Background: an optimization exercise with open tools, aiming at small area, a short achievable clock period and few clock cycles per item. Do not read the settings as production practice. RTL that was checked went through simulation tests only; none was proved equivalent to the original. For runs 5 and 6, only the layout was checked, not whether the RTL still works. Power and IR drop assume default switching activity.

`run.sh`:
```
#!/bin/bash
# synth_recipe.tcl (not shown) runs the flow's synth.tcl, then flattens the netlist and writes it again
# the make line also repeats each setting of config.mk as NAME=value (left out here)
make -C /OpenROAD-flow-scripts/flow DESIGN_CONFIG=/design/flow/config.mk WORK_HOME=/design/flow/orfs CLKGATE_MAP_FILE= SYNTH_SCRIPT=/design/flow/synth_recipe.tcl finish
```
`config.mk`:
```
export PLATFORM = sky130hd
export DESIGN_NAME = priority_button_rule_resolver
export DESIGN_NICKNAME = priority_button_rule_resolver
export VERILOG_FILES = /design/flow/design.v
export SDC_FILE = /design/flow/constraint.sdc
export NUM_CORES = 4
export LEC_CHECK = 0
export CAP_MARGIN = 20
export CORE_MARGIN = 2
export CORE_UTILIZATION = 55
export CTS_CLUSTER_DIAMETER = 100
export CTS_CLUSTER_SIZE = 30
export SETUP_SLACK_MARGIN = 2.4
export SLEW_MARGIN = 20
```
`constraint.sdc`:
```
create_clock -name core_clock -period 4.5 [get_ports {clk}]
set_input_delay 0.9000 -clock core_clock [delete_from_list [all_inputs] [get_ports {clk}]]
set_output_delay 0.9000 -clock core_clock [all_outputs]
set_load 0.01 [all_outputs]
```
`design.v`:
```
package pbr_pkg;
  localparam int NUM_RULES_DEF = 8;
  localparam int IDX_W         = 3;
  localparam int MASK_W        = 16;
  localparam int PRIO_W        = 8;
  localparam int COORD_W       = 8;
  localparam int FORM_W        = 2;
  localparam int KEY_W         = 8;
  localparam int CFG_IDX_W     = 3;
  localparam int CFG_DATA_W    = 16;
  localparam int IN_DATA_W     = 96;
  localparam int OUT_DATA_W    = 56;
  localparam logic [2:0] ST_RESOLVED    = 3'd0;
  localparam logic [2:0] ST_NO_MATCH    = 3'd1;
  localparam logic [2:0] ST_AMBIGUOUS   = 3'd2;
  localparam logic [2:0] ST_BAD_OUTPUTS = 3'd3;
  localparam logic [2:0] ST_BAD_POLICY  = 3'd4;
  localparam logic [2:0] ST_BAD_KEY     = 3'd5;
  localparam logic [2:0] ST_BAD_FORM    = 3'd6;
endpackage
module pbr_cell (
  input  logic        clk,
  input  logic        rst_n,
  input  logic        we0,
  input  logic        w_en,
  input  logic [15:0] w_trig,
  input  logic [15:0] buttons,
  output logic        fire,
  input  logic        we1,
  input  logic [7:0]  w_prio,
  input  logic [15:0] w_outs,
  input  logic [1:0]  w_form,
  input  logic        w_needs,
  input  logic [15:0] w_pos,
  input  logic [15:0] known,
  output logic [7:0]  prio,
  output logic [15:0] outs,
  output logic [1:0]  form,
  output logic        needs,
  output logic [15:0] pos,
  output logic        stray
);
  logic        live_r;
  logic [15:0] trig_r;
  always_ff @(posedge clk) begin
    if (!rst_n)   live_r <= 1'b0;
    else if (we0) live_r <= w_en && (w_trig != 16'd0);
  end
  always_ff @(posedge clk) begin
    if (we0) trig_r <= w_trig;
  end
  assign fire = live_r && ((buttons & trig_r) == trig_r);
  always_ff @(posedge clk) begin
    if (we1) begin
      prio  <= w_prio;
      outs  <= w_outs;
      form  <= w_form;
      needs <= w_needs;
      pos   <= w_pos;
    end
  end
  always_ff @(posedge clk) begin
    stray <= |(outs & ~known);
  end
endmodule
module pbr_pick (
  input  logic [7:0]        fire,
  input  logic [63:0]       ge,
  input  logic [63:0]       eq,
  output logic [7:0]        win,
  output logic              amb
);
  logic [7:0] ambi;
  always_comb begin
    for (int i = 0; i < 8; i++) begin
      logic blk;
      logic tie;
      blk = 1'b0;
      tie = 1'b0;
      for (int j = 0; j < 8; j++) begin
        if (j < i) blk = blk | (fire[j] & ge[j*8+i]);
        if (j > i) begin
          blk = blk | (fire[j] & ~ge[i*8+j]);
          tie = tie | (fire[j] & eq[i*8+j]);
        end
      end
      win[i]  = fire[i] & ~blk;
      ambi[i] = tie;
    end
  end
  assign amb = |(win & ambi);
endmodule
module pbr_out (
  input  logic [7:0]        win,
  input  logic              amb,
  input  logic [7:0]        kx,        
  input  logic              badkey,
  input  logic [63:0]       prio,
  input  logic [127:0]      outs,
  input  logic [127:0]      pos,
  input  logic [15:0]       form,
  input  logic [7:0]        needs,
  input  logic [7:0]        stray,
  input  logic [15:0]       known,
  output logic [54:0]       res
);
  logic        found;
  logic [2:0]  sel;
  logic [7:0]  w_prio;
  logic [15:0] w_outs;
  logic [15:0] w_pos;
  logic [1:0]  w_form;
  logic        w_needs;
  logic        w_stray;
  assign found = |win;
  assign sel   = {|(win & 8'hF0), |(win & 8'hCC), |(win & 8'hAA)};
  always_comb begin
    w_prio  = '0;
    w_outs  = '0;
    w_pos   = '0;
    w_form  = '0;
    w_needs = 1'b0;
    w_stray = 1'b0;
    for (int i = 0; i < 8; i++) begin
      w_prio  = w_prio  | ({8{win[i]}}  & prio[i*8 +: 8]);
      w_outs  = w_outs  | ({16{win[i]}} & outs[i*16 +: 16]);
      w_pos   = w_pos   | ({16{win[i]}} & pos[i*16 +: 16]);
      w_form  = w_form  | ({2{win[i]}}  & form[i*2 +: 2]);
      w_needs = w_needs | (win[i] & needs[i]);
      w_stray = w_stray | (win[i] & stray[i]);
    end
  end
  logic [2:0]  status;
  logic [15:0] bits, detail;
  logic [7:0]  x, y;
  always_comb begin
    status = pbr_pkg::ST_NO_MATCH;
    bits   = '0;
    detail = '0;
    x      = '0;
    y      = '0;
    if (found) begin
      if (amb) begin
        status = pbr_pkg::ST_AMBIGUOUS;
        detail = {8'd0, w_prio};
      end else begin
        bits = w_outs & known;
        if (w_stray) begin
          status = pbr_pkg::ST_BAD_OUTPUTS;
          detail = w_outs & ~known;
        end else if (w_form == 2'd0) begin
          status = pbr_pkg::ST_RESOLVED;
          x      = w_pos[7:0];
          y      = w_pos[15:8];
        end else if (w_form == 2'd1) begin
          if (!w_needs) begin
            status = pbr_pkg::ST_BAD_POLICY;
          end else if (badkey) begin
            status = pbr_pkg::ST_BAD_KEY;
            detail = {8'd0, kx};
          end else begin
            status = pbr_pkg::ST_RESOLVED;
            x      = kx;
            y      = w_pos[15:8];
          end
        end else begin
          status = pbr_pkg::ST_BAD_FORM;
          detail = {14'd0, w_form};
        end
      end
    end
  end
  assign res = {detail, y, x, bits, sel, found, status};
endmodule
module priority_button_rule_resolver
#(
  parameter int NUM_RULES = pbr_pkg::NUM_RULES_DEF
) (
  input  logic                  clk,
  input  logic                  rst_n,
  input  logic                  in_tvalid,
  output logic                  in_tready,
  input  logic [pbr_pkg::IN_DATA_W-1:0]  in_tdata,
  input  logic [0:0]            in_tuser,
  output logic                  out_tvalid,
  input  logic                  out_tready,
  output logic [pbr_pkg::OUT_DATA_W-1:0] out_tdata,
  input  logic                  cfg_we,
  input  logic [pbr_pkg::CFG_IDX_W-1:0]  cfg_index,
  input  logic [pbr_pkg::CFG_DATA_W-1:0] cfg_wdata
);
  logic        custom_en;
  logic [7:0]  custom_l, custom_n, custom_r;
  logic [7:0]  default_l, default_n, default_r;
  logic [15:0] known;
  always_ff @(posedge clk) begin
    if (!rst_n) begin
      custom_en <= 1'b0;
      custom_l  <= 8'd0;
      custom_n  <= 8'd128;
      custom_r  <= 8'd255;
      default_l <= 8'd0;
      default_n <= 8'd128;
      default_r <= 8'd255;
      known     <= 16'hFFFF;
    end else if (cfg_we) begin
      case (cfg_index)
        3'd0: custom_en <= cfg_wdata[0];
        3'd1: custom_l  <= cfg_wdata[7:0];
        3'd2: custom_n  <= cfg_wdata[7:0];
        3'd3: custom_r  <= cfg_wdata[7:0];
        3'd4: default_l <= cfg_wdata[7:0];
        3'd5: default_n <= cfg_wdata[7:0];
        3'd6: default_r <= cfg_wdata[7:0];
        default: known  <= cfg_wdata;
      endcase
    end
  end
  logic out_v;
  logic adv, acc, acc_wr, acc_lk;
  assign adv       = !out_v || out_tready;
  assign in_tready = adv;
  assign acc       = in_tvalid && adv;
  assign acc_wr    = acc && in_tuser[0];
  assign acc_lk    = acc && !in_tuser[0];
  logic        r1_v, r1_w;
  logic [7:0]  r1_fire;
  logic [7:0]  r1_kx;
  logic        r1_badkey;
  logic [2:0]  r1_k;
  logic [7:0]  r1_prio;
  logic [15:0] r1_outs;
  logic [1:0]  r1_form;
  logic        r1_needs;
  logic [15:0] r1_pos;
  logic [7:0]        fire;
  logic [63:0]       prio;
  logic [127:0]      outs;
  logic [15:0]       form;
  logic [7:0]        needs;
  logic [127:0]      pos;
  logic [7:0]        stray;
  for (genvar g = 0; g < 8; g++) begin : g_cell
    pbr_cell u_cell (
      .clk     (clk),
      .rst_n   (rst_n),
      .we0     (acc_wr && (in_tdata[2:0] == 3'(g))),
      .w_en    (in_tdata[3]),
      .w_trig  (in_tdata[19:4]),
      .buttons (in_tdata[86:71]),
      .fire    (fire[g]),
      .we1     (adv && r1_w && (r1_k == 3'(g))),
      .w_prio  (r1_prio),
      .w_outs  (r1_outs),
      .w_form  (r1_form),
      .w_needs (r1_needs),
      .w_pos   (r1_pos),
      .known   (known),
      .prio    (prio[g*8 +: 8]),
      .outs    (outs[g*16 +: 16]),
      .form    (form[g*2 +: 2]),
      .needs   (needs[g]),
      .pos     (pos[g*16 +: 16]),
      .stray   (stray[g])
    );
  end
  logic [7:0] key;
  logic [7:0] dir_x;
  logic       key_bad;
  assign key = in_tdata[94:87];
  always_comb begin
    key_bad = 1'b0;
    case (key)
      8'd1, 8'd4, 8'd7: dir_x = custom_en ? custom_l : default_l;
      8'd3, 8'd6, 8'd9: dir_x = custom_en ? custom_r : default_r;
      8'd2, 8'd5, 8'd8: dir_x = custom_en ? custom_n : default_n;
      default: begin
        dir_x   = key;
        key_bad = 1'b1;
      end
    endcase
  end
  always_ff @(posedge clk) begin
    if (!rst_n) begin
      r1_v <= 1'b0;
      r1_w <= 1'b0;
    end else if (adv) begin
      r1_v <= acc_lk;
      r1_w <= acc_wr;
    end
  end
  always_ff @(posedge clk) begin
    if (adv) begin
      r1_fire   <= fire;
      r1_kx     <= dir_x;
      r1_badkey <= key_bad;
      r1_k      <= in_tdata[2:0];
      r1_prio   <= in_tdata[27:20];
      r1_form   <= in_tdata[29:28];
      r1_needs  <= in_tdata[46];
      r1_outs   <= in_tdata[70:55];
      r1_pos    <= {(in_tdata[29:28] == 2'd0) ? in_tdata[45:38] : in_tdata[54:47],
                    in_tdata[37:30]};
    end
  end
  logic [7:0] p_gt, p_eq;
  for (genvar g = 0; g < 8; g++) begin : g_cmp
    assign p_gt[g] = r1_prio > prio[g*8 +: 8];
    assign p_eq[g] = r1_prio == prio[g*8 +: 8];
  end
  logic [63:0] ge_r, eq_r;
  always_ff @(posedge clk) begin
    for (int i = 0; i < 8; i++) begin
      for (int j = 0; j < 8; j++) if (j > i) begin
        if (r1_w && r1_k == 3'(i)) begin
          ge_r[i*8+j] <= p_gt[j] || p_eq[j];
          eq_r[i*8+j] <= p_eq[j];
        end else if (r1_w && r1_k == 3'(j)) begin
          ge_r[i*8+j] <= !p_gt[i];
          eq_r[i*8+j] <= p_eq[i];
        end
      end
    end
  end
  logic [7:0] win;
  logic       amb;
  pbr_pick u_pick (
    .fire (r1_fire),
    .ge   (ge_r),
    .eq   (eq_r),
    .win  (win),
    .amb  (amb)
  );
  logic       r2_v;
  logic [7:0] r2_win;
  logic       r2_amb;
  logic [7:0] r2_kx;
  logic       r2_badkey;
  always_ff @(posedge clk) begin
    if (!rst_n)   r2_v <= 1'b0;
    else if (adv) r2_v <= r1_v;
  end
  always_ff @(posedge clk) begin
    if (adv) begin
      r2_win    <= win;
      r2_amb    <= amb;
      r2_kx     <= r1_kx;
      r2_badkey <= r1_badkey;
    end
  end
  logic [54:0] res_nxt, res_r;
  pbr_out u_out (
    .win    (r2_win),
    .amb    (r2_amb),
    .kx     (r2_kx),
    .badkey (r2_badkey),
    .prio   (prio),
    .outs   (outs),
    .pos    (pos),
    .form   (form),
    .needs  (needs),
    .stray  (stray),
    .known  (known),
    .res    (res_nxt)
  );
  always_ff @(posedge clk) begin
    if (!rst_n)   out_v <= 1'b0;
    else if (adv) out_v <= r2_v;
  end
  always_ff @(posedge clk) begin
    if (adv) res_r <= res_nxt;
  end
  assign out_tvalid = out_v;
  assign out_tdata  = {1'b0, res_r};
endmodule
```
==> results of run 1 <==
worst max-delay path by stage:
stage	endpoint	startpoint	slack [ns]
after detailed placement	g_cell[5].u_cell.trig_r[7]	out_tready	1.11
after global routing	ge_r[11]	r1_prio[1]	2.12
after CTS	in_tready	out_v	2.15
after floorplan	g_cell[1].u_cell.trig_r[0]	out_tready	0.1
after global placement	g_cell[1].u_cell.live_r	out_tready	0.95
final	in_tready	out_tready	2.17
power groups by stage:
stage / combinational, µW / sequential (µW) / clock, µW
after global routing: 1180 / 7830 / 3770
after global placement: 808 / 7990 / 0
after floorplan: 387 / 7950 / 0
final: 1120 / 7820 / 3520
after CTS: 982 / 7810 / 3550
after detailed placement: 817 / 8000 / 0
metal layers:
metal	share of wire	global-route usage	vias to the layer above
met5	0	0	-
met3	0.090	0.0442	150
met4	0.028	0.0892	0
met2	0.48	0.492	1125
li1	-	-	8911
met1	0.40	0.445	10341
cells in the mapped netlist, types with 27 or more instances:
| cell | count | share of area |
|---|---|---|
| a221oi_1 | 61 | 0.018 |
| a22o_1 | 62 | 0.018 |
| a22oi_1 | 188 | 0.047 |
| clkbuf_1 | 52 | 0.0064 |
| dfxtp_1 | 85 | 0.056 |
| edfxtp_1 | 664 | 0.66 |
| ha_1 | 64 | 0.026 |
| inv_1 | 107 | 0.013 |
| mux2i_1 | 39 | 0.013 |
| nand2_1 | 140 | 0.017 |
| nand3_1 | 35 | 0.0058 |
| nand4_1 | 60 | 0.012 |
| nor2_1 | 48 | 0.0060 |
| nor2b_1 | 42 | 0.0087 |
| o211ai_1 | 27 | 0.0067 |
| o21ai_0 | 60 | 0.0099 |
registers in the layout (all words and copies together), names as in the netlist, 16 cells and up:
signal                cells
g_cell.u_cell.outs      128
g_cell.u_cell.pos       128
g_cell.u_cell.trig_r    128
g_cell.u_cell.prio       64
res_r                    55
eq_r                     28
ge_r                     28
g_cell.u_cell.form       16
known                    16
r1_outs                  16
r1_pos                   16
cell families (layout without fill, tap and decap cells):
kind of cell / Yosys count / count (layout)
buffers and inverters: 210 / 598
muxes: 55 / 55
xor gates and xnor gates: 1 / 1
AOI/OAI and AO/OA: 536 / 536
adders and majority gates: 64 / 64
and+or+nand+nor: 442 / 444
DFF: 749 / 749
other: 1 / 2
worst max-delay path: stages:
cell	delay, ns
buf_2	0.11
nor2b_4	0.14
clkinvlp_4	0.12
buf_12	0.15
area by class of cell:
type,instances,area [µm²]
Multi-Input combinational cell,1101,9020
Tap cell,696,871
Clock buffer,49,853
Clock inverter,7,96.3
Timing Repair Buffer,419,4190
Sequential cell,749,21600
Inverter,123,522
Fill cell,3695,16900
Antenna cell,1,2.50
what timing repair did:
| action | CTS | global route |
|---|---|---|
| buffers inserted | 117 | 66 |
| hold buffers | 0 | 0 |
| gates cloned | 9 | 9 |
| gates resized for setup | 425 | 156 |
| setup endpoints to repair | 714 | 464 |
| pin swaps | 64 | 91 |
metrics by stage:
stage          hold slack, ns  total power [µW]  cell area, µm²   util  std cells
2_1_floorplan           0.400              8340           30400      -       2058
3_3_place_gp            0.407              8800           33000  0.610       2886
3_5_place_dp            0.405              8820           33000  0.610       2887
4_1_cts                 0.432             12300           35800  0.661       3069
5_1_grt                 0.448             12800           37200  0.687       3145
6_report                0.432             12500           37200  0.687       3145
==> run summary, run 1 <==
- The endpoint of the worst register-to-register path is ge_r[11].
- The average size of a mapped cell is 14.7 µm².
- Summed over all failing endpoints, the final setup total negative slack is 0 ns.
- In the synthesized netlist the dominant register cell turns out to be edfxtp_1.
- The number of buffers added on ports is 176.
- Synthesis instantiated 75 different standard cells from the library.
- The total count of hold-check failures in the final report came to 0.
- The maximum VDD drop is 314 µV.
- The switching share of power is 0.228.
- The total overflow reported by the global router is 0.
- The worst setup slack before clock tree synthesis is 1.11 ns.
- The CTS sink count is 749.
- The worst-path maximum fanout is 2.
- The arrival time of the worst setup path is 1.43 ns.
- The area growth from synthesis to layout is 22.8%.
- The first global-routing pass estimated 128000 µm of wire.
- After synthesis, the largest family of logic cells by area is compound AO/OA/AOI/OAI gates.
- Clock-pin slew was measured on the worst setup and hold paths at 0.11 ns.
- The number of warnings reported in the yosys synthesis log is 4.
- STA puts the critical path data required time at 3.60 ns.
- The total setup violations reported at the end of the flow is 0.
- The half-perimeter wire length of the detailed placement result is 55400 µm.
- The worst hold endpoint is r2_kx[5].
- The region available for standard cell placement spans 54100 µm².
- After floorplanning, the core was divided into 85 placement rows.
- The number of vias per cell is 6.53.
- The initial antenna violation count is 2.
- The global-route usage over all layers is 0.308.
- The depth of the worst hold-timing path is 0.
- The die outline area is 56900 µm².
- The fraction of power consumed by combinational cells is 0.090.
- After detailed routing, the number of remaining DRC violations is 0.
- The number of cells on the worst reg-to-reg path is 8.
- CTS built an H-tree with a depth of 1.
- The timing-limited maximum frequency is 428 MHz.
- The shortest period the worst path allows is 2.33 ns.
- Of the cells placed in the final design, the portion with a size suffix greater than 1 is 0.226.
- Counting every instance in the synthesized netlist gives 2058.
- The total net switching power is 2840 µW.
- The cell sitting at the root of the clock tree is a clkbuf_16.
- The transition time at the pin with the least slew margin is 0.796 ns.
- The initial utilization of the core area, before any placement, comes to 0.559.
- The final layout contains 2609 nets.
- The clock latency at the later pin of the worst-skew pair is 0.65 ns.
- The xor and xnor fraction of the mapped netlist area is 0.000289.
- The share of power burned in the clock network is 0.282.
- STA classifies the critical path startpoint as an input port.
- For the final database, setup skew stands at 0.0250 ns.
- The maximum buffer depth of the clock tree is 3.
- The number of routed nets with antenna violations is 0.
- The kind of end point of the critical path is a primary output.
- The internal power of the cells totals 9610 µW.
- The proportion of synthesized area in mux cells is 0.0193.
- In this run the static leakage power is 0.0130 µW.
- The synthesized-area fraction occupied by ao, oa, aoi and oai cells is 0.135.
- The sequential element share of the synthesized area is 0.715.
- Setup repair after global routing could not meet its margin everywhere.
- In the post-route analysis, the smallest setup slack over all paths is 2.17 ns.
- The min-delay analysis places its worst path in the category reg2reg.
- The detailed router finished its first iteration with 2987 violations.
- The critical setup path kind is in2out.
- Entering global routing, the biggest net connects 64 pins.
- The placer's final routability congestion estimate is 0.941.
- The register-to-register setup slack is 2.18 ns.
- The pre-antenna-repair detailed-routing pass consisted of 8 iterations.
- The run finished with no timing, DRC or antenna violations.
- The number of max-cap violations is 0.
- The share of synthesized cell area in and, or, nand and nor gates is 0.0771.
- The power density over the cells is 335 nW/µm².
- The synthesized design contains 749 register bits.
- The post-synthesis net count is 2243.
- Measured against its own limit, the worst slew margin works out to 0.469.
- Of the total power, registers draw 0.628.
- Dividing the detail-routed wire length by the instance count gives 29.0 µm.
- The die is 239 µm wide.
- The synthesized design contains 664 enable-type register cells.
- The share of the clock period used by the worst path is 0.519.
- 179 I/O pins were placed.
- Of the total synthesized cell area, the portion taken by full adders, half adders and majority gates is 0.0265.
- TritonCTS built the clock tree.
- The aggregate routed wire length is 91100 µm.
- The CTS buffer count is 30.
- The vertical die dimension is 239 µm.
- In this run the most critical hold path is launched from r1_kx[5].
- The share of synthesized flip-flops with an asynchronous set or reset is 0.
- The number of global-route vias before repair is 19.4k.
- For this block, the via count after detailed routing is 20.5k.
- The most common cell after layout, fill and taps aside is edfxtp_1.
- The library cells used most frequently in the layout, excluding fill and tap cells, are 664 x edfxtp_1, 169 x a22oi_1, 154 x buf_4, 134 x nand2_1, 93 x clkdlybuf4s50_1.
- The startpoint of the lowest-slack register-to-register path is r1_prio[1].
- The total count of max-transition violations in the final report came to 0.
- Summing every instance area after synthesis gives 30300 µm².
Testbench counts, summed over its fixed seeds: cycles 12,024, items 12,000.
==> inputs of run 2 (changes only) <==
--- a/config.mk
+++ b/config.mk
@@ -8,7 +8,5 @@
 export CAP_MARGIN = 20
 export CORE_MARGIN = 2
 export CORE_UTILIZATION = 55
-export CTS_CLUSTER_DIAMETER = 100
-export CTS_CLUSTER_SIZE = 30
 export SETUP_SLACK_MARGIN = 2.4
 export SLEW_MARGIN = 20
==> run 2 against run 1 <==
  * Clock skew decreased by 0.0044 ns
  * Largest cell class unchanged
  * Cell area increased by 3.7%
  * Maximum frequency increased by 0.87%
  * Setup slack improved by 0.020 ns
  * Sequential cell count unchanged
  * Worst hold slack got worse by 0.012 ns
  * Routed wire length increased by 0.81%
==> run summary, run 2 <==
- The worst setup path is captured at a primary output.
- The die extent in x is 239 µm (unchanged).
- The endpoint required time on the critical path was 3.60 ns (about the same).
- The total setup violations reported at the end of the flow is 0 (unchanged).
- The maximum single-stage delay on the critical path is 0.15 ns (about the same).
- The power density over the cells is 395 nW/µm² (+18%).
- TritonCTS built the clock tree.
- The shortest period the worst path allows is 2.31 ns (-0.0202 ns).
- The number of flops mapped to enable cells by yosys came to 664 (unchanged).
- The largest clock skew in the final design is 0.0206 ns (-0.00445 ns).
- The post-synthesis cell area is 30300 µm² (unchanged).
- The total count of max-transition violations in the final report is 0 (unchanged).
- The fraction of final layout cells sized beyond drive strength 1 came to 0.247 (+0.0202).
- The worst-path maximum fanout came to 2 (unchanged).
- Setup repair after global routing could not meet its margin everywhere.
- The number of instances in the synthesized netlist is 2058 (unchanged).
- The number of warnings reported in the yosys synthesis log is 4 (unchanged).
- The row count came to 85 (unchanged).
- The maximum number of pins on one net before global-route repair is 64 (unchanged).
- The number of global-route vias before repair was 20.0k (+2.9%).
- The critical path in this run is classified as in2out.
- The switching share of power was 0.222 (-0.00615).
- The initial cell density of the core is 0.559 (unchanged).
- The sequential element share of the synthesized area is 0.715 (unchanged).
- The kind of path behind the tightest hold check is reg2reg.
- The CTS buffer count is 77 (+160%).
- The die outline area is 56900 µm² (unchanged).
- The run finished with no timing, DRC or antenna violations.
- The relative max-transition margin is 0.452 (-0.0179).
- The largest registers in the layout are g_cell.u_cell.outs (128), g_cell.u_cell.pos (128), g_cell.u_cell.trig_r (128).
- The clock latency at the later pin of the worst-skew pair is 0.63 ns (-0.02 ns).
- The number of buffers added on ports is 176 (unchanged).
- The placer's final routability congestion estimate came to 0.941 (unchanged).
- The most common cell after layout, fill and taps aside is edfxtp_1.
- The number of search-and-repair iterations in the first detailed-routing pass came to 6 (-2).
- The kind of start point of the critical path is an input port.
- The maximum level of the CTS H-tree is 3 (+2).
- The total leakage power is 0.0137 µW (+5.3%).
- The initial antenna violation count is 2 (unchanged).
- The post-synthesis sequential element count came to 749 (unchanged).
- The core footprint came to 54100 µm² (unchanged).
- The share of power burned in the clock network is 0.414 (+0.132).
- The share of the clock period used by the worst path is 0.514 (-0.00449).
- The count of pins on the block boundary was 179 (unchanged).
- The share of synthesized flip-flops with an asynchronous set or reset is 0 (unchanged).
- The signal on the critical path passes through buf_6, nor2b_4, clkinvlp_4, buf_12.
- The maximum VDD drop is 351 µV (+12%).
- The fraction of power consumed by combinational cells came to 0.072 (-0.018).
- The initial detailed-routing violation count is 2669 (-11%).
- The remaining routing DRC violations is 0 (unchanged).
- The number of max-cap violations is 0 (unchanged).
- The arrival time of the worst setup path is 1.41 ns (-0.02 ns).
- The vertical die dimension is 239 µm (unchanged).
- The CTS sink count came to 749 (unchanged).
- The post-CTS clock slew at the launch and capture registers of the worst setup and hold paths came to 0.05 ns (-0.06 ns).
- The core utilization of the finished layout is 0.712 (+0.0251).
- The post-synthesis net count is 2243 (unchanged).
- The total count of hold-check failures in the final report is 0 (unchanged).
- The timing-limited maximum frequency is 432 MHz (+0.87%).
- The aggregate routed wire length came to 91800 µm (+0.81%).
- The number of routed nets with antenna violations is 0 (unchanged).
- The transition time at the pin with the least slew margin is 0.823 ns (+0.0268 ns).
- The net count reported at finish is 2640 (+1.2%).
- The global-route usage over all layers was 0.316 (+0.00795).
- Counting instances in the post-synthesis netlist gives the leading cell types as 664 x edfxtp_1, 188 x a22oi_1, 140 x nand2_1, 107 x inv_1, 85 x dfxtp_1.
- The sequential fraction of design power is 0.514 (-0.114).
- The number of diodes is 0 (-1).
- The maximum buffer depth of the clock tree is 3 (unchanged).
- The total overflow reported by the global router is 0 (unchanged).
- From synthesis to final layout, the design area changed by 27.3%.
- The synthesized design spends more area on one cell type than any other, namely edfxtp_1.
- The average size of a mapped cell came to 14.7 µm² (unchanged).
- The total net switching power was 3380 µW (+19%).
- The design internal power is 11800 µW (+23%).
- The half-perimeter wire length of the detailed placement result was 55400 µm (unchanged).
- The number of vias per cell came to 6.50 (-0.34%).
- Among all flip-flop cells after synthesis, the most frequent one is edfxtp_1.
- The post-synthesis cell type count is 75 (unchanged).
- The summed negative setup slack over all endpoints was 0 ns (unchanged).
- Among all cell types in the netlist, the one instantiated most often is edfxtp_1.
- The buffer type at the clock tree root is clkbuf_16.
- The global-route wire length before repair is 131000 µm (+2.0%).
- The detail-routed net length per standard cell is 28.6 µm (-1.3%).
- The share of the synthesized area in the top cell type is 0.659 (unchanged).
- The count of vias placed by the detailed router is 20.9k (+1.8%).
- In the layout the commonest cells are 664 x edfxtp_1, 171 x a22oi_1, 145 x buf_4, 133 x nand2_1, 92 x clkdlybuf4s50_1.
- Among all stages on the critical path, the largest delay is contributed by buf_12.
- Yosys attributes the largest share of cell area to edfxtp_1 66%, dfxtp_1 5.6%, a22oi_1 4.7%, ha_1 2.6%, a22o_1 1.8%.
-- run 2: worst max-delay path: cells and delay by family --
family,cells,cell delay [ns]
buf+inv,3,0.36
simple gates,1,0.13
-- run 2: path summary, 6_finish.rpt --
| check | from | endpoint | slack (ns) | cells past startpoint |
|---|---|---|---|---|
| worst max-delay path | out_tready | in_tready | 2.19 | 4 |
| worst min-delay path | r1_kx[5] | r2_kx[5] | 0.42 | 0 |
| worst max register to register | r1_prio[3] | ge_r[4] | 2.21 | 7 |
| worst min register to register | r1_kx[5] | r2_kx[5] | 0.42 | 0 |
-- run 2: timing repair --
action,in CTS,in global routing
hold buffers,0,0
gates cloned,9,3
buffers inserted,126,47
resized for setup,429,160
setup endpoints to repair,713,478
pin swaps,76,85
-- run 2: cells by family (layout without fill, tap and decap cells) --
kind of cell | Yosys count | count (layout) | synth area share
AO/OA/AOI/OAI | 536 | 536 | 0.135
XOR/XNOR | 1 | 1 | 0.000289
adder cells (fa/ha/maj) | 64 | 64 | 0.0265
buffers and inverters | 210 | 666 | 0.0271
flip-flops | 749 | 749 | 0.715
multiplexers | 55 | 55 | 0.0193
other | 1 | 1 | 0.000124
AND/OR/NAND/NOR | 442 | 443 | 0.0771
-- run 2: layout make-up --
class,count,area (µm²)
clock buffers,104,2100
clock inverters,35,394
fillers,3528,15600
inverters,123,522
multi-input cells,1100,9010
flip-flops and latches,749,21600
well taps,696,871
repair buffers,404,4010
-- run 2: metal layers --
layer / part of all wire / track usage / wire (µm)
met1: 0.40 / 0.451 / 37100
met2: 0.48 / 0.500 / 43800
met3: 0.090 / 0.0580 / 8300
met4: 0.029 / 0.0958 / 2690
met5: 0 / 0 / 0
-- run 2: through the flow --
step | hold slack [ns] | area [µm²] | std cells | setup slack, ns | power, µW
global route | 0.434 | 38600 | 3211 | 2.14 | 15600
floorplan | 0.400 | 30400 | 2058 | 0.0986 | 8340
finish | 0.419 | 38600 | 3211 | 2.19 | 15200
detailed placement | 0.405 | 33000 | 2887 | 1.11 | 8820
CTS | 0.419 | 37400 | 3161 | 2.16 | 15200
global placement | 0.407 | 33000 | 2886 | 0.945 | 8800
-- run 2: power by group through the flow --
stage	combinational (µW)	sequential, µW	clock, µW
detailed placement	817	8000	0
CTS	980	7830	6370
floorplan	387	7950	0
global placement	808	7990	0
global route	1150	7840	6650
finish	1090	7830	6310
==> inputs of run 3 (changes only) <==
--- a/config.mk
+++ b/config.mk
@@ -7,6 +7,6 @@
 export LEC_CHECK = 0
 export CAP_MARGIN = 20
 export CORE_MARGIN = 2
-export CORE_UTILIZATION = 55
-export SETUP_SLACK_MARGIN = 2.4
+export CORE_UTILIZATION = 65
+export SETUP_SLACK_MARGIN = 2.2
 export SLEW_MARGIN = 20
==> run 3 against run 2 <==
  * Count of clock-buffer cells in the layout down 11
  * Via count up 1.2%
  * Core utilization up 8.1 points
  * Critical path depth unchanged
  * Setup slack worse by 0.11 ns
  * Cell area down 4.8%
  * Critical path type unchanged
  * Critical endpoint unchanged
==> run summary, run 3 <==
- The endpoint required time on the critical path came to 3.60 ns (about the same).
- The post-synthesis cell area is 30300 µm² (unchanged).
- The total overflow reported by the global router is 0 (unchanged).
- The share of power burned in the clock network is 0.411 (-0.003).
- The growth of design area from synthesis to finish is 21.2%.
- The highest-delay cell along the critical path is clkinvlp_4.
- The hold buffer count at CTS is 0 (unchanged).
- The maximum level of the CTS H-tree came to 3 (unchanged).
- The CTS sink count is 749 (unchanged).
- The number of instances in the synthesized netlist is 2058 (unchanged).
- The post-CTS clock slew at the launch and capture registers of the worst setup and hold paths is 0.06 ns (about the same).
- The CTS buffer count is 74 (-3.9%).
- The number of warnings reported in the yosys synthesis log is 4 (unchanged).
- The fraction of power consumed by combinational cells is 0.063 (-0.009).
- CTS placed an instance of clkbuf_16 at the clock tree root.
- The timing-limited maximum frequency is 412 MHz (-4.7%).
- The tightest min-delay check is of the reg2reg type.
- The shortest period the worst path allows is 2.43 ns (+0.115 ns).
- The count of pins on the block boundary is 179 (unchanged).
- Setup repair after global routing could not meet its margin everywhere.
- The row count is 79 (-7.1%).
- The number of global-route vias before repair was 20.0k (+0.090%).
- The sequential element share of the synthesized area was 0.715 (unchanged).
- STA classifies the critical path startpoint as an input port.
- The number of search-and-repair iterations in the first detailed-routing pass is 6 (unchanged).
- The detail-routed net length per standard cell is 29.4 µm (+2.8%).
- The remaining routing DRC violations was 0 (unchanged).
- The switching share of power is 0.221 (-0.000931).
- The total net switching power is 3300 µW (-2.5%).
- The share of the synthesized area in the top cell type is 0.659 (unchanged).
- The clock latency at the later pin of the worst-skew pair is 0.62 ns (about the same).
- The core utilization of the finished layout came to 0.793 (+0.0808).
- The post-synthesis net count is 2243 (unchanged).
- edfxtp_1 takes more of the synthesized area than any other cell.
- The placer's final routability congestion estimate is 0.980 (+4.2%).
- The global-route wire length before repair is 127000 µm (-3.2%).
- The maximum number of pins on one net before global-route repair is 63 (-1.6%).
- The fraction of final layout cells sized beyond drive strength 1 is 0.155 (-0.0918).
- The arrival time of the worst setup path was 1.53 ns (+0.12 ns).
- The sequential fraction of design power is 0.525 (+0.011).
- The run finished with no timing, DRC or antenna violations.
- The transition time at the pin with the least slew margin is 0.937 ns (+0.114 ns).
- The die extent in x is 220 µm (-7.9%).
- The number of flops mapped to enable cells by yosys is 664 (unchanged).
- The maximum VDD drop is 345 µV (-1.8%).
- In the final layout, the registers with the most flip-flops are g_cell.u_cell.outs (128), g_cell.u_cell.pos (128), g_cell.u_cell.trig_r (128).
- The maximum single-stage delay on the critical path is 0.20 ns (+0.05 ns).
- The net count reported at finish was 2556 (-3.2%).
- The total setup violations reported at the end of the flow was 0 (unchanged).
- The library cells used most frequently in the layout, excluding fill and tap cells, are 664 x edfxtp_1, 182 x a22oi_1, 135 x nand2_1, 112 x buf_4, 111 x clkdlybuf4s50_1.
- The relative max-transition margin is 0.372 (-0.0795).
- The initial cell density of the core is 0.654 (+0.0952).
- The commonest cells after synthesis are 664 x edfxtp_1, 188 x a22oi_1, 140 x nand2_1, 107 x inv_1, 85 x dfxtp_1.
- The number of max-cap violations was 0 (unchanged).
- The total leakage power came to 0.0131 µW (-4.7%).
- The share of the clock period used by the worst path is 0.540 (+0.0255).
- The total count of hold-check failures in the final report was 0 (unchanged).
- The worst-path maximum fanout is 2 (unchanged).
- The area of all sequential standard cells was 21600 µm² (unchanged).
- The die outline area is 48300 µm² (-15%).
- The power density over the cells is 406 nW/µm² (+2.9%).
- TritonCTS built the clock tree.
- The setup slack of the critical path after layout came to 2.07 ns (-0.115 ns).
- The worst setup slack before clock tree synthesis is 0.875 ns (-0.235 ns).
- The total buffers and inverters traversed by the critical path is 3 (unchanged).
- The core footprint was 46300 µm² (-15%).
- The critical setup path kind is in2out.
- The number of buffers added on ports is 176 (unchanged).
- The maximum buffer depth of the clock tree was 3 (unchanged).
- The number of routed nets with antenna violations is 0 (unchanged).
- The half-perimeter wire length of the detailed placement result is 54500 µm (-1.5%).
- The count of vias placed by the detailed router is 21.1k (+1.2%).
- The critical path's most frequent cell is buf_6.
- The commonest register cell after synthesis is edfxtp_1.
- The initial detailed-routing violation count is 3448 (+29%).
- Leaving out fill and tap cells, the most frequent cell in the layout is edfxtp_1.
- The post-synthesis sequential element count came to 749 (unchanged).
- The global-route usage over all layers was 0.363 (+0.0467).
- The signal on the critical path passes through buf_6, nor2b_4, clkinvlp_4, buf_6.
- The design internal power came to 11600 µW (-2.0%).
- The average size of a mapped cell is 14.7 µm² (unchanged).
- The number of inserted filler cells in the final layout was 2606 (-26%).
- The summed negative setup slack over all endpoints is 0 ns (unchanged).
- The kind of end point of the critical path is a primary output.
- The vertical die dimension is 220 µm (-7.9%).
- The most common cell in the netlist is edfxtp_1.
- The total count of max-transition violations in the final report is 0 (unchanged).
- The number of vias per cell was 6.96 (+7.0%).
- The category of cells accounting for the largest share of critical-path delay is buffers and inverters.
- The area taken by multi-input logic gates came to 8360 µm² (-7.3%).
- The aggregate routed wire length is 89400 µm (-2.7%).
- The initial antenna violation count was 0 (-2).
- The post-synthesis cell type count is 75 (unchanged).
- The share of synthesized flip-flops with an asynchronous set or reset was 0 (unchanged).
- The largest clock skew in the final design is 0.0303 ns (+0.00968 ns).
- By area the synthesized netlist is led by edfxtp_1 66%, dfxtp_1 5.6%, a22oi_1 4.7%, ha_1 2.6%, a22o_1 1.8%.
[run 3: power by group through the flow]
stage          logic [µW]  clock network [µW]  registers [µW]
2_1_floorplan         387                   0            7950
3_3_place_gp          783                   0            7990
3_5_place_dp          801                   0            8000
4_1_cts               868                6150            7830
5_1_grt               994                6420            7840
6_report              946                6130            7830
[run 3: cell families after synthesis]
family,synth area share
AND/OR/NAND/NOR,0.0771
AO/OA/AOI/OAI,0.135
other,0.000124
adder cells (fa/ha/maj),0.0265
buffers and inverters,0.0271
multiplexers,0.0193
flip-flops,0.715
XOR/XNOR,0.000289
[run 3: final cells by class]
cell class,count,share of cell area
Multi-Input combinational cell,1103,0.228
Clock buffer,93,0.0541
Antenna cell,1,0.0000682
Timing Repair Buffer,320,0.0831
Tap cell,607,0.0207
Clock inverter,42,0.0112
Sequential cell,749,0.590
Inverter,123,0.0130
[run 3: what timing repair did]
action / in CTS / in global routing
endpoints found under the setup margin: 634 / 343
pin swaps: 20 / 20
resized for setup: 128 / 82
cloned: 4 / 2
setup buffers: 64 / 32
[run 3: worst paths after layout]
| check | to | from | slack [ns] | cells after the start |
|---|---|---|---|---|
| setup / recovery | in_tready | out_tready | 2.07 | 4 |
| hold / removal | r2_kx[5] | r1_kx[5] | 0.42 | 0 |
| setup reg to reg | res_r[33] | r2_win[3] | 2.11 | 8 |
| hold reg to reg | r2_kx[5] | r1_kx[5] | 0.42 | 0 |
[run 3: stage by stage]
| step | total power, µW | hold slack (ns) | cells | instance area, µm² |
|---|---|---|---|---|
| floorplan | 8340 | 0.400 | 2058 | 30400 |
| global placement | 8770 | 0.407 | 2799 | 32900 |
| global route | 15300 | 0.422 | 3037 | 36700 |
| CTS | 14800 | 0.417 | 3003 | 36000 |
| detailed placement | 8800 | 0.407 | 2800 | 32900 |
| finish | 14900 | 0.417 | 3038 | 36700 |
[run 3: routing by layer]
metal  track usage  part of all wire  routed length [µm]  up-vias
li1              -                 -                   -     8835
met1         0.495              0.36               32300    10422
met2         0.574              0.47               42400     1559
met3        0.0755              0.12               10700      320
met4         0.155             0.045                4020        0
met5             0                 0                   0        -
==> inputs of run 4 (changes only) <==
--- a/config.mk
+++ b/config.mk
@@ -7,6 +7,8 @@
 export LEC_CHECK = 0
 export CAP_MARGIN = 20
 export CORE_MARGIN = 2
-export CORE_UTILIZATION = 65
+export CORE_UTILIZATION = 55
+export CTS_CLUSTER_DIAMETER = 60
+export CTS_CLUSTER_SIZE = 20
 export SETUP_SLACK_MARGIN = 2.2
 export SLEW_MARGIN = 20
==> run 4 against run 3 <==
  * Still clean on timing, DRC and antenna
  * Count of clock-buffer cells in the layout shrank 27
  * Sequential cell count unchanged
  * Critical path depth grew 2
  * Critical path type is now in2reg
  * Critical endpoint is now r1_fire[7]
  * Largest cell class unchanged
  * Highest routed layer is now met5
==> run summary, run 4 <==
- The run finished with no timing, DRC or antenna violations.
- Sorting the synthesized cells by how often they occur yields 664 x edfxtp_1, 188 x a22oi_1, 140 x nand2_1, 107 x inv_1, 85 x dfxtp_1.
- The number of instances in the synthesized netlist came to 2058 (unchanged).
- The initial antenna violation count is 3 (+3).
- The share of the synthesized area in the top cell type is 0.659 (unchanged).
- In this run the worst hold path is classified as reg2reg.
- By area the synthesized netlist is led by edfxtp_1 66%, dfxtp_1 5.6%, a22oi_1 4.7%, ha_1 2.6%, a22o_1 1.8%.
- The core utilization of the finished layout is 0.663 (-0.130).
- Setup repair after global routing could not meet its margin everywhere.
- The growth of design area from synthesis to finish is 18.6%.
- The number of search-and-repair iterations in the first detailed-routing pass is 5 (-1).
- The total count of max-transition violations in the final report is 0 (unchanged).
- The post-synthesis cell type count came to 75 (unchanged).
- The critical setup path kind is in2reg.
- The die outline area is 56900 µm² (+18%).
- The worst hold path begins at r1_kx[1].
- The startpoint of the lowest-slack register-to-register path is r2_win[0].
- The commonest register cell after synthesis is edfxtp_1.
- The detail-routed net length per standard cell is 27.8 µm (-5.3%).
- The worst setup path is launched from an input port.
- The relative max-transition margin came to 0.360 (-0.0119).
- The number of max-cap violations was 0 (unchanged).
- The row count was 85 (+7.6%).
- The global-route wire length before repair is 124000 µm (-2.3%).
- The endpoint required time on the critical path came to 4.94 ns (+1.34 ns).
- The maximum number of pins on one net before global-route repair is 68 (+7.9%).
- The die extent in x is 239 µm (+8.6%).
- The placer's final routability congestion estimate is 0.947 (-3.4%).
- The half-perimeter wire length of the detailed placement result was 55200 µm (+1.3%).
- The buffer type at the clock tree root is clkbuf_16.
- The post-synthesis net count is 2243 (unchanged).
- The transition time at the pin with the least slew margin is 0.955 ns (+0.0178 ns).
- The timing-limited maximum frequency is 421 MHz (+2.2%).
- The cell type with the highest aggregate area in the netlist is edfxtp_1.
- The share of the clock period used by the worst path is 0.528 (-0.0118).
- The total setup violations reported at the end of the flow is 0 (unchanged).
- The initial detailed-routing violation count is 2190 (-36%).
- The net count reported at finish was 2520 (-1.4%).
- The aggregate routed wire length is 85500 µm (-4.3%).
- The average size of a mapped cell is 14.7 µm² (unchanged).
- The fraction of final layout cells sized beyond drive strength 1 is 0.134 (-0.0204).
- The vertical die dimension is 239 µm (+8.6%).
- The shortest period the worst path allows is 2.38 ns (-0.0530 ns).
- The number of vias per cell is 6.49 (-6.7%).
- The number of buffers added on ports is 176 (unchanged).
- The CTS buffer count is 51 (-31%).
- The number of warnings reported in the yosys synthesis log is 4 (unchanged).
- The maximum VDD drop is 292 µV (-15%).
- The number of global-route vias before repair came to 19.1k (-4.4%).
- The summed negative setup slack over all endpoints is 0 ns (unchanged).
- Leaving out fill and tap cells, the most frequent cell in the layout is edfxtp_1.
- The maximum buffer depth of the clock tree is 3 (unchanged).
- The post-CTS clock slew at the launch and capture registers of the worst setup and hold paths was 0.08 ns (+0.02 ns).
- The kind of end point of the critical path is a flop.
- The number of flops mapped to enable cells by yosys was 664 (unchanged).
- The clock latency at the later pin of the worst-skew pair is 0.63 ns (about the same).
- The largest clock skew in the final design is 0.0290 ns (-0.00126 ns).
- The initial cell density of the core is 0.559 (-0.0952).
- The remaining routing DRC violations is 0 (unchanged).
- The global-route usage over all layers is 0.298 (-0.0646).
- In the layout the commonest cells are 664 x edfxtp_1, 181 x a22oi_1, 135 x nand2_1, 113 x clkdlybuf4s50_1, 104 x inv_1.
- The share of synthesized flip-flops with an asynchronous set or reset came to 0 (unchanged).
- The count of vias placed by the detailed router is 19.9k (-5.6%).
- The total leakage power is 0.0126 µW (-3.4%).
- The CTS sink count is 749 (unchanged).
- The largest registers in the layout are g_cell.u_cell.outs (128), g_cell.u_cell.pos (128), g_cell.u_cell.trig_r (128).
- The number of routed nets with antenna violations is 0 (unchanged).
- The startpoint of the worst setup timing path is in_tdata[76].
- The power density over the cells was 376 nW/µm² (-7.4%).
- The post-synthesis sequential element count is 749 (unchanged).
- The most common cell in the netlist is edfxtp_1.
- The worst-path maximum fanout is 7 (+5).
- The sequential element share of the synthesized area was 0.715 (unchanged).
- The total overflow reported by the global router is 0 (unchanged).
- The arrival time of the worst setup path is 2.81 ns (+1.28 ns).
- The maximum level of the CTS H-tree is 2 (-1).
- The count of pins on the block boundary is 179 (unchanged).
- The core footprint came to 54100 µm² (+17%).
- The total count of hold-check failures in the final report is 0 (unchanged).
- The clock tree from TritonCTS is yes.
- The post-synthesis cell area came to 30300 µm² (unchanged).
==> run 4: where the power goes <==
group / internal [µW] / switching, µW / leakage [µW]
combinational: 382 / 539 / 0.00478
clock: 2340 / 2440 / 0.000790
sequential: 7710 / 104 / 0.00706
total: 10400 / 3080 / 0.0126
==> run 4: metal layers <==
layer / routed length [µm] / track usage / up-vias / share of wire
met4: 2740 / 0.0903 / 4 / 0.032
met5: 21 / 0 / - / 0.00025
met3: 8030 / 0.0693 / 178 / 0.094
li1: - / - / 8753 / -
met2: 40200 / 0.476 / 1011 / 0.47
met1: 34600 / 0.411 / 10001 / 0.40
==> run 4: area by class of cell <==
type	instances	area, µm²
flip-flops and latches	749	21600
clock buffers	66	1360
diodes	1	2.50
repair buffers	308	2980
clock inverters	27	297
fillers	3902	18200
inverters	123	473
well taps	696	871
multi-input cells	1102	8280
==> run 4: path summary, 6_finish.rpt <==
kind              cells past startpoint  slack (ns)         end
setup / recovery                      6        2.12  r1_fire[7]
hold / removal                        0        0.42    r2_kx[1]
setup reg to reg                      8        2.14   res_r[26]
hold reg to reg                       0        0.42    r2_kx[1]
==> run 4: kinds of logic (layout without fill, tap and decap cells) <==
logic type                 after synthesis  in the layout  synth area share
and+or+nand+nor                        442            445            0.0771
DFF                                    749            749             0.715
adders and majority gates               64             64            0.0265
xor gates and xnor gates                 1              1          0.000289
buffers and inverters                  210            524            0.0271
other                                    1              2          0.000124
muxes                                   55             55            0.0193
AOI/OAI and AO/OA                      536            536             0.135
==> run 4: metrics by stage <==
stage                     worst slack [ns]  instance area [µm²]  power, µW  hold WS [ns]  std cells
final                                 2.12                35900      13500         0.417       3072
after global routing                  2.04                35900      13900         0.409       3072
after CTS                             1.97                35500      13500         0.415       3046
after detailed placement             0.733                33000       8810         0.410       2889
after global placement               0.806                33000       8790         0.409       2889
after floorplan                     0.0986                30400       8340         0.400       2058
==> run 4: worst max-delay path: stages <==
cell and delay, ns:
clkdlybuf4s50_1 0.50, clkinvlp_4 0.24, a22o_1 0.28, a221oi_1 0.26
nand4_1 0.32, a211oi_2 0.31
==> run 4: timing repair <==
action	CTS	global route
setup endpoints to repair	621	339
hold buffers	0	0
gates resized for setup	131	65
pin swaps	15	40
gates cloned	4	1
buffers inserted	60	24
==> inputs of run 5 (changes only) <==
--- a/design.v
+++ b/design.v
@@ -32,13 +32,11 @@
   input  logic [1:0]  w_form,
   input  logic        w_needs,
   input  logic [15:0] w_pos,
-  input  logic [15:0] known,
   output logic [7:0]  prio,
   output logic [15:0] outs,
   output logic [1:0]  form,
   output logic        needs,
-  output logic [15:0] pos,
-  output logic        stray
+  output logic [15:0] pos
 );
   logic        live_r;
   logic [15:0] trig_r;
@@ -59,9 +57,6 @@
       pos   <= w_pos;
     end
   end
-  always_ff @(posedge clk) begin
-    stray <= |(outs & ~known);
-  end
 endmodule
 module pbr_pick (
   input  logic [7:0]        fire,
@@ -100,7 +95,6 @@
   input  logic [127:0]      pos,
   input  logic [15:0]       form,
   input  logic [7:0]        needs,
-  input  logic [7:0]        stray,
   input  logic [15:0]       known,
   output logic [54:0]       res
 );
@@ -112,6 +106,7 @@
   logic [1:0]  w_form;
   logic        w_needs;
   logic        w_stray;
+  assign w_stray = |(w_outs & ~known);
   assign found = |win;
   assign sel   = {|(win & 8'hF0), |(win & 8'hCC), |(win & 8'hAA)};
   always_comb begin
@@ -120,14 +115,12 @@
     w_pos   = '0;
     w_form  = '0;
     w_needs = 1'b0;
-    w_stray = 1'b0;
     for (int i = 0; i < 8; i++) begin
       w_prio  = w_prio  | ({8{win[i]}}  & prio[i*8 +: 8]);
       w_outs  = w_outs  | ({16{win[i]}} & outs[i*16 +: 16]);
       w_pos   = w_pos   | ({16{win[i]}} & pos[i*16 +: 16]);
       w_form  = w_form  | ({2{win[i]}}  & form[i*2 +: 2]);
       w_needs = w_needs | (win[i] & needs[i]);
-      w_stray = w_stray | (win[i] & stray[i]);
     end
   end
   logic [2:0]  status;
@@ -239,7 +232,6 @@
   logic [15:0]       form;
   logic [7:0]        needs;
   logic [127:0]      pos;
-  logic [7:0]        stray;
   for (genvar g = 0; g < 8; g++) begin : g_cell
     pbr_cell u_cell (
       .clk     (clk),
@@ -255,13 +247,11 @@
       .w_form  (r1_form),
       .w_needs (r1_needs),
       .w_pos   (r1_pos),
-      .known   (known),
       .prio    (prio[g*8 +: 8]),
       .outs    (outs[g*16 +: 16]),
       .form    (form[g*2 +: 2]),
       .needs   (needs[g]),
-      .pos     (pos[g*16 +: 16]),
-      .stray   (stray[g])
+      .pos     (pos[g*16 +: 16])
     );
   end
   logic [7:0] key;
@@ -291,22 +281,37 @@
   end
   always_ff @(posedge clk) begin
     if (adv) begin
-      r1_fire   <= fire;
-      r1_kx     <= dir_x;
-      r1_badkey <= key_bad;
       r1_k      <= in_tdata[2:0];
       r1_prio   <= in_tdata[27:20];
       r1_form   <= in_tdata[29:28];
-      r1_needs  <= in_tdata[46];
-      r1_outs   <= in_tdata[70:55];
+      r1_needs  <= in_tuser[0] ? in_tdata[46]     : key_bad;
+      r1_outs   <= in_tuser[0] ? in_tdata[70:55]  : {dir_x, fire};
       r1_pos    <= {(in_tdata[29:28] == 2'd0) ? in_tdata[45:38] : in_tdata[54:47],
                     in_tdata[37:30]};
     end
   end
+  assign r1_fire   = r1_outs[7:0];
+  assign r1_kx     = r1_outs[15:8];
+  assign r1_badkey = r1_needs;
   logic [7:0] p_gt, p_eq;
   for (genvar g = 0; g < 8; g++) begin : g_cmp
-    assign p_gt[g] = r1_prio > prio[g*8 +: 8];
-    assign p_eq[g] = r1_prio == prio[g*8 +: 8];
+    logic [7:0] a, b, g1, e1;
+    logic [3:0] g2, e2;
+    logic [1:0] g3, e3;
+    assign a  = r1_prio;
+    assign b  = prio[g*8 +: 8];
+    assign g1 = a & ~b;
+    assign e1 = ~(a ^ b);
+    for (genvar k = 0; k < 4; k++) begin : g_l2
+      assign g2[k] = g1[2*k+1] | (e1[2*k+1] & g1[2*k]);
+      assign e2[k] = e1[2*k+1] & e1[2*k];
+    end
+    for (genvar k = 0; k < 2; k++) begin : g_l3
+      assign g3[k] = g2[2*k+1] | (e2[2*k+1] & g2[2*k]);
+      assign e3[k] = e2[2*k+1] & e2[2*k];
+    end
+    assign p_gt[g] = g3[1] | (e3[1] & g3[0]);
+    assign p_eq[g] = e3[1] & e3[0];
   end
   logic [63:0] ge_r, eq_r;
   always_ff @(posedge clk) begin
@@ -359,7 +364,6 @@
     .pos    (pos),
     .form   (form),
     .needs  (needs),
-    .stray  (stray),
     .known  (known),
     .res    (res_nxt)
   );
==> run 5 against run 4 <==
  * Still clean
  * Sequential power shrank 2%
  * Synthesized cell count down 1.4%
  * Maximum frequency decreased by 11%
  * Setup slack got worse by 0.29 ns
  * Core utilization grew 1.6 points
  * Clock power is 8.2% lower
  * Global-route usage fell by 0.47 points
  * Count of clock-buffer cells in the layout fell by 5
  * Sequential share of layout area down 1.7 points
==> run summary, run 5 <==
- The critical setup path kind is reg2reg.
- The remaining routing DRC violations is 0 (unchanged).
- The synthesized design spends more area on one cell type than any other, namely edfxtp_1.
- The count of vias placed by the detailed router was 19.4k (-2.9%).
- In the layout the commonest cells are 647 x edfxtp_1, 190 x nand2_1, 127 x a22oi_1, 126 x buf_4, 111 x clkdlybuf4s50_1.
- The largest clock skew in the final design came to 0.0282 ns (-0.000817 ns).
- The placer's final routability congestion estimate is 0.867 (-8.4%).
- The power density over the cells is 378 nW/µm² (+0.43%).
- The share of the clock period used by the worst path came to 0.592 (+0.0644).
- The aggregate routed wire length was 82300 µm (-3.7%).
- The net count reported at finish is 2532 (+0.48%).
- The core footprint is 52700 µm² (-2.7%).
- The number of flops mapped to enable cells by yosys is 647 (-2.6%).
- The total setup violations reported at the end of the flow was 0 (unchanged).
- The die extent in x is 235 µm (-1.4%).
- The proportion of synthesized area in mux cells came to 0.0150 (-0.00436).
- The fraction of the mapped netlist area in adder cells was 0.0272 (+0.000792).
- The area of all sequential standard cells is 21000 µm² (-3.1%).
- The core utilization of the finished layout was 0.680 (+0.0163).
- The global-route usage over all layers is 0.294 (-0.00472).
- The switching share of power is 0.240 (+0.0115).
- The clock tree from TritonCTS is yes.
- After detailed routing, no signal wire sits above met4.
- In the final layout, the registers with the most flip-flops are g_cell.u_cell.outs (128), g_cell.u_cell.pos (128), g_cell.u_cell.trig_r (128).
- In the post-synthesis netlist, the biggest area contributors are edfxtp_1 66%, dfxtp_1 5.2%, a22oi_1 3.9%, ha_1 2.7%, nand2_1 2.5%.
- The share of synthesized cell area in and, or, nand and nor gates is 0.0795 (+0.00243).
- The total count of hold-check failures in the final report was 0 (unchanged).
- The summed negative setup slack over all endpoints is 0 ns (unchanged).
- The post-synthesis cell type count is 68 (-9.3%).
- The post-CTS clock slew at the launch and capture registers of the worst setup and hold paths came to 0.08 ns (about the same).
- The startpoint of the lowest-slack register-to-register path is r2_win[0].
- The depth of the worst hold-timing path is 2 (+2).
- The number of instances in the synthesized netlist is 2030 (-1.4%).
- The count of pins on the block boundary is 179 (unchanged).
- The fraction of power consumed by combinational cells is 0.109 (+0.041).
- The CTS sink count is 724 (-3.3%).
- The maximum buffer depth of the clock tree is 3 (unchanged).
- The total net switching power is 3240 µW (+5.1%).
- The worst-path maximum fanout is 5 (-2).
- The most common cell after layout, fill and taps aside is edfxtp_1.
- The clock latency at the later pin of the worst-skew pair is 0.62 ns (about the same).
- STA classifies the critical path endpoint as a flop.
- Setup repair after global routing could not meet its margin everywhere.
- The met1 layer wirelength in the final routing was 33200 µm (-4.1%).
- Sorting the synthesized cells by how often they occur yields 647 x edfxtp_1, 192 x nand2_1, 152 x a22oi_1, 112 x inv_1, 78 x nor2_1.
- The global-route wire length before repair is 121000 µm (-2.3%).
- The share of power burned in the clock network is 0.324 (-0.029).
- The initial cell density of the core is 0.558 (-0.00101).
- By area, the combinational part of the netlist is dominated by compound AO/OA/AOI/OAI gates.
- The average size of a mapped cell is 14.5 µm² (-1.6%).
- CTS placed an instance of clkbuf_16 at the clock tree root.
- The flow ran to the end and the layout has no timing, DRC or antenna violations.
- The total leakage power is 0.0129 µW (+2.3%).
- The synthesized-area fraction occupied by ao, oa, aoi and oai cells came to 0.132 (-0.00286).
- The area taken by multi-input logic gates was 8500 µm² (+2.7%).
- The CTS buffer count came to 47 (-7.8%).
- The number of warnings reported in the yosys synthesis log came to 4 (unchanged).
- The half-perimeter wire length of the detailed placement result is 49800 µm (-9.8%).
- The number of global-route vias before repair was 19.1k (-0.44%).
- The post-synthesis sequential element count came to 724 (-3.3%).
- The die outline area came to 55300 µm² (-2.9%).
- The detail-routed net length per standard cell is 26.8 µm (-3.6%).
- The post-synthesis cell area is 29400 µm² (-2.9%).
- The total count of max-transition violations in the final report is 0 (unchanged).
- The kind of path behind the tightest hold check is reg2reg.
- The startpoint identified for the worst hold timing path is r2_v.
- The number of max-cap violations is 0 (unchanged).
- The depth of the worst register-to-register path is 10 (+2).
- The transition time at the pin with the least slew margin was 1.10 ns (+0.147 ns).
- The sequential element share of the synthesized area is 0.713 (-0.00142).
- The endpoint required time on the critical path is 4.95 ns (about the same).
- The number of vias per cell is 6.31 (-2.8%).
- The growth of design area from synthesis to finish is 21.7%.
- The initial antenna violation count was 0 (-3).
- The row count was 84 (-1.2%).
- The xor and xnor fraction of the mapped netlist area is 0.000596 (+0.000307).
- The maximum number of pins on one net before global-route repair is 61 (-10%).
- The vertical die dimension came to 235 µm (-1.4%).
- The share of the synthesized area in the top cell type is 0.661 (+0.00234).
- The shortest period the worst path allows is 2.67 ns (+0.290 ns).
- The number of routed nets with antenna violations is 0 (unchanged).
- The share of synthesized flip-flops with an asynchronous set or reset came to 0 (unchanged).
- The most common cell in the netlist is edfxtp_1.
- The sequential fraction of design power is 0.567 (-0.011).
- The initial detailed-routing violation count is 2153 (-1.7%).
- The maximum VDD drop was 332 µV (+14%).
- The number of inserted filler cells in the final layout is 3726 (-4.5%).
- The worst hold path terminates at r2_v.
- The number of buffers added on ports was 176 (unchanged).
- The arrival time of the worst setup path was 3.12 ns (+0.31 ns).
- The design internal power is 10300 µW (-1.4%).
- The kind of start point of the critical path is a flop.
- The number of diodes is 0 (-1).
- The endpoint of the worst register-to-register path is res_r[41].
- The length of routed met2 wiring is 40300 µm (+0.30%).
- The register-to-register setup slack is 1.83 ns (-0.31 ns).
- The post-synthesis net count is 2215 (-1.2%).
- The routed wire length on met3 is 5800 µm (-28%).
- The fraction of final layout cells sized beyond drive strength 1 is 0.188 (+0.0540).
- The number of search-and-repair iterations in the first detailed-routing pass is 6 (+1).
- The relative max-transition margin is 0.266 (-0.0945).
- The total overflow reported by the global router is 0 (unchanged).
- The timing-limited maximum frequency is 375 MHz (-11%).
- In the synthesized netlist the dominant register cell turns out to be edfxtp_1.
- The maximum level of the CTS H-tree is 2 (unchanged).
==> run 5: worst max-delay path: stages (launching register included) <==
cell and delay (ns):
edfxtp_1 0.36, buf_4 0.18, buf_6 0.15, a22oi_1 0.20, nand4_1 0.12, buf_4 0.17, a2111oi_4 0.43, and4_4 0.39
clkbuf_16 0.18, a311oi_2 0.15, nor2_1 0.15
==> run 5: worst max path at each step <==
| stage | start | endpoint | slack [ns] |
|---|---|---|---|
| after floorplan | out_tready | g_cell[4].u_cell.live_r | 0.37 |
| after detailed placement | out_tready | in_tready | 0.52 |
| after global placement | out_tready | in_tready | 0.55 |
| final | r2_win[0] | res_r[41] | 1.83 |
| after CTS | out_tready | in_tready | 1.82 |
| after global routing | r2_win[0] | res_r[33] | 1.79 |
==> run 5: power groups by stage <==
stage	combinational (µW)	sequential, µW	clock, µW
global placement	1090	7870	0
global route	1560	7680	4680
finish	1470	7660	4390
detailed placement	1100	7870	0
CTS	1340	7670	4440
floorplan	583	7790	0
==> run 5: area by class of cell <==
cell class,instances,area share
Clock buffer,61,0.0361
Clock inverter,20,0.00493
Inverter,113,0.0124
Multi-Input combinational cell,1102,0.238
Sequential cell,724,0.586
Tap cell,688,0.0241
Timing Repair Buffer,359,0.0989
==> run 5: metal layers <==
metal | track usage | up-vias
met5 | 0 | -
li1 | - | 8602
met3 | 0.0328 | 157
met2 | 0.488 | 829
met4 | 0.114 | 0
met1 | 0.401 | 9776
==> run 5: cells by family after synthesis <==
kind of cell               Yosys count
muxes                               42
and+or+nand+nor                    482
DFF                                724
adders and majority gates           64
other                                1
xor gates and xnor gates             2
AOI/OAI and AO/OA                  508
buffers and inverters              207
==> run 5: per-stage QoR <==
| stage | instance area [µm²] | total power [µW] | std cells | setup WS, ns | hold WS [ns] |
|---|---|---|---|---|---|
| after global placement | 31900 | 8960 | 2836 | 0.555 | 0.444 |
| after floorplan | 29600 | 8370 | 2030 | 0.370 | 0.435 |
| after global routing | 35800 | 13900 | 3067 | 1.79 | 0.486 |
| final | 35800 | 13500 | 3067 | 1.83 | 0.459 |
| after CTS | 34900 | 13400 | 3028 | 1.82 | 0.464 |
| after detailed placement | 31900 | 8980 | 2836 | 0.520 | 0.453 |
==> run 5: what timing repair did <==
item	4_1_cts	5_1_grt
endpoints found under the setup margin	728	405
buffers inserted	105	37
resized for setup	185	123
pin swaps	30	43
hold buffers	0	0
gates cloned	6	2
==> inputs of run 6 (changes only) <==
--- a/config.mk
+++ b/config.mk
@@ -10,5 +10,5 @@
 export CORE_UTILIZATION = 55
 export CTS_CLUSTER_DIAMETER = 60
 export CTS_CLUSTER_SIZE = 20
-export SETUP_SLACK_MARGIN = 2.2
+export SETUP_SLACK_MARGIN = 2.35
 export SLEW_MARGIN = 20
==> run 6 against run 5 <==
  * Cell area increased by 2.0%
  * Clock power increased by 6.4%
  * Still clean on timing, DRC and antenna
  * Largest cell class unchanged
  * Worst hold slack about the same
  * Die area unchanged
  * Critical endpoint is now res_r[35]
==> run summary, run 6 <==
- The number of instances in the synthesized netlist is 2030 (unchanged).
- Ranked by instance count, the synthesized netlist is headed by 647 x edfxtp_1, 192 x nand2_1, 152 x a22oi_1, 112 x inv_1, 78 x nor2_1.
- For this design, the slowest cell found on the critical path is edfxtp_1.
- The die extent in x came to 235 µm (unchanged).
- The hold buffer count at CTS came to 0 (unchanged).
- The design internal power is 10500 µW (+2.5%).
- The share of power burned in the clock network is 0.335 (+0.011).
- The arrival time of the worst setup path is 3.02 ns (-0.10 ns).
- The kind of path behind the tightest hold check is reg2reg.
- The post-synthesis sequential element count is 724 (unchanged).
- The most common cell after layout, fill and taps aside is edfxtp_1.
- The fraction of the mapped netlist area in adder cells is 0.0272 (unchanged).
- The detail-routed net length per standard cell is 26.5 µm (-1.3%).
- The fraction of final layout cells sized beyond drive strength 1 is 0.252 (+0.0636).
- The sequential element share of the synthesized area came to 0.713 (unchanged).
- The maximum buffer depth of the clock tree is 3 (unchanged).
- Setup repair after global routing could not meet its margin everywhere.
- The total count of hold-check failures in the final report is 0 (unchanged).
- The cell sitting at the root of the clock tree is a clkbuf_16.
- The shortest period the worst path allows is 2.58 ns (-0.0884 ns).
- The number of vias per cell is 6.29 (-0.41%).
- The share of synthesized cell area in and, or, nand and nor gates is 0.0795 (unchanged).
- The row count was 84 (unchanged).
- The initial detailed-routing violation count is 2036 (-5.4%).
- The number of search-and-repair iterations in the first detailed-routing pass is 8 (+2).
- The number of diodes is 0 (unchanged).
- The transition time at the pin with the least slew margin is 1.02 ns (-0.0861 ns).
- The die outline area came to 55300 µm² (unchanged).
- The number of max-cap violations came to 0 (unchanged).
- The kind of start point of the critical path is a flop.
- The maximum single-stage delay on the critical path is 0.43 ns (about the same).
- The filler-free cell count of the finished design came to 3090 (+0.75%).
- The xor and xnor fraction of the mapped netlist area is 0.000596 (unchanged).
- The number of warnings reported in the yosys synthesis log is 4 (unchanged).
- The maximum number of pins on one net before global-route repair is 78 (+28%).
- The post-CTS clock slew at the launch and capture registers of the worst setup and hold paths is 0.08 ns (about the same).
- edfxtp_1 takes more of the synthesized area than any other cell.
- The proportion of synthesized area in mux cells is 0.0150 (unchanged).
- Broken down by cell family, the worst path's largest delay share belongs to compound AO/OA/AOI/OAI gates.
- The total leakage power is 0.0131 µW (+1.2%).
- The aggregate routed wire length is 81800 µm (-0.59%).
- The fraction of power consumed by combinational cells came to 0.115 (+0.006).
- The run finished with no timing, DRC or antenna violations.
- The share of synthesized flip-flops with an asynchronous set or reset is 0 (unchanged).
- The global-route wire length before repair is 120000 µm (-0.86%).
- The count of vias placed by the detailed router is 19.4k (+0.34%).
- The overall power is 13900 µW (+2.9%).
- The count of pins on the block boundary came to 179 (unchanged).
- The CTS sink count is 724 (unchanged).
- The power density over the cells is 381 nW/µm² (+0.86%).
- The total net switching power came to 3370 µW (+4.0%).
- Leaving out fill and tap cells, the most frequent cells in the layout are 647 x edfxtp_1, 182 x nand2_1, 125 x buf_4, 112 x a22oi_1, 103 x inv_1.
- The net count reported at finish is 2550 (+0.71%).
- The half-perimeter wire length of the detailed placement result came to 48800 µm (-2.1%).
- The initial cell density of the core is 0.558 (unchanged).
- The placer's final routability congestion estimate is 0.931 (+7.4%).
- The post-synthesis cell type count was 68 (unchanged).
- The vertical die dimension was 235 µm (unchanged).
- The worst-path maximum fanout is 8 (+3).
- The worst setup slack before clock tree synthesis is 0.458 ns (-0.0618 ns).
- The critical path goes through buf_6, buf_8, a22oi_2, a41oi_2, a2111oi_2, and4_4, nand3_4, a31oi_4.
- The sequential fraction of design power is 0.549 (-0.018).
- The cell count after placement is 2839 (+0.11%).
- The post-synthesis cell area came to 29400 µm² (unchanged).
- The most common cell in the netlist is edfxtp_1.
- The total overflow reported by the global router is 0 (unchanged).
- The commonest register cell after synthesis is edfxtp_1.
- The post-synthesis net count is 2215 (unchanged).
- The average size of a mapped cell was 14.5 µm² (unchanged).
- The relative max-transition margin is 0.323 (+0.0574).
- The number of buffers added on ports came to 176 (unchanged).
-- run 6: cell counts after synthesis --
Identical to the previous run, type by type.
-- run 6: cell type report --
| type | count | area [µm²] | share of cell area |
|---|---|---|---|
| Tap cell | 688 | 861 | 0.0236 |
| Multi-Input combinational cell | 1100 | 8900 | 0.244 |
| Clock buffer | 67 | 1370 | 0.0375 |
| Timing Repair Buffer | 377 | 3690 | 0.101 |
| Clock inverter | 21 | 249 | 0.00682 |
| Sequential cell | 724 | 21000 | 0.575 |
| Inverter | 113 | 458 | 0.0125 |
-- run 6: metrics by stage --
stage / area [µm²] / hold slack (ns) / utilization
after floorplan: 29500 / 0.435 / -
after global placement: 31900 / 0.440 / 0.606
after detailed placement: 31900 / 0.452 / 0.606
after CTS: 35600 / 0.463 / 0.675
after global routing: 36500 / 0.476 / 0.693
final: 36500 / 0.460 / 0.693
-- run 6: path summary, 6_finish.rpt --
path	startpoint	to	cells past startpoint	slack, ns
hold / removal	r2_v	r2_v	2	0.46
setup reg to reg	r2_win[6]	res_r[35]	8	1.92
setup / recovery	r2_win[6]	res_r[35]	8	1.92
hold reg to reg	r2_v	r2_v	2	0.46
-- run 6: cells by family (layout without fill, tap and decap cells) --
family          after synthesis  count (layout)
flops                       724             724
compound gates              508             508
simple gates                482             483
buf+inv                     207             578
fa+ha+maj                    64              64
mux                          42              42
xor+xnor                      2               2
other cells                   1               1
-- run 6: layer usage --
metal	vias up	share of wire	GRT usage
li1	8646	-	-
met1	9724	0.40	0.395
met2	900	0.49	0.471
met3	160	0.077	0.0386
met4	0	0.038	0.115
met5	-	0	0
-- run 6: tightest hold or removal path, stage by stage (launching register included) --
cell and delay (ns):
dfxtp_1 0.32, nand2_1 0.05, a21boi_1 0.05
-- run 6: power by group through the flow --
| stage | combinational [µW] | sequential [µW] | clock, µW |
|---|---|---|---|
| finish | 1600 | 7640 | 4670 |
| global placement | 1120 | 7850 | 0 |
| detailed placement | 1130 | 7860 | 0 |
| CTS | 1460 | 7640 | 4730 |
| global route | 1690 | 7660 | 4980 |
| floorplan | 582 | 7790 | 0 |
-- run 6: repair_timing --
item	CTS	global route
pin swaps	82	92
resized for setup	417	185
endpoints found under the setup margin	715	452
buffers inserted	119	38
gates cloned	4	2

Re-timed with assumed drivers on the ports (clkbuf_16 on the clock, buf_2 on other inputs), run 6 has 1.923 ns of setup slack against 1.923 ns with ideal ports, and 1.725 ns once port delays also move by the mid clock arrival of 0.666 ns.
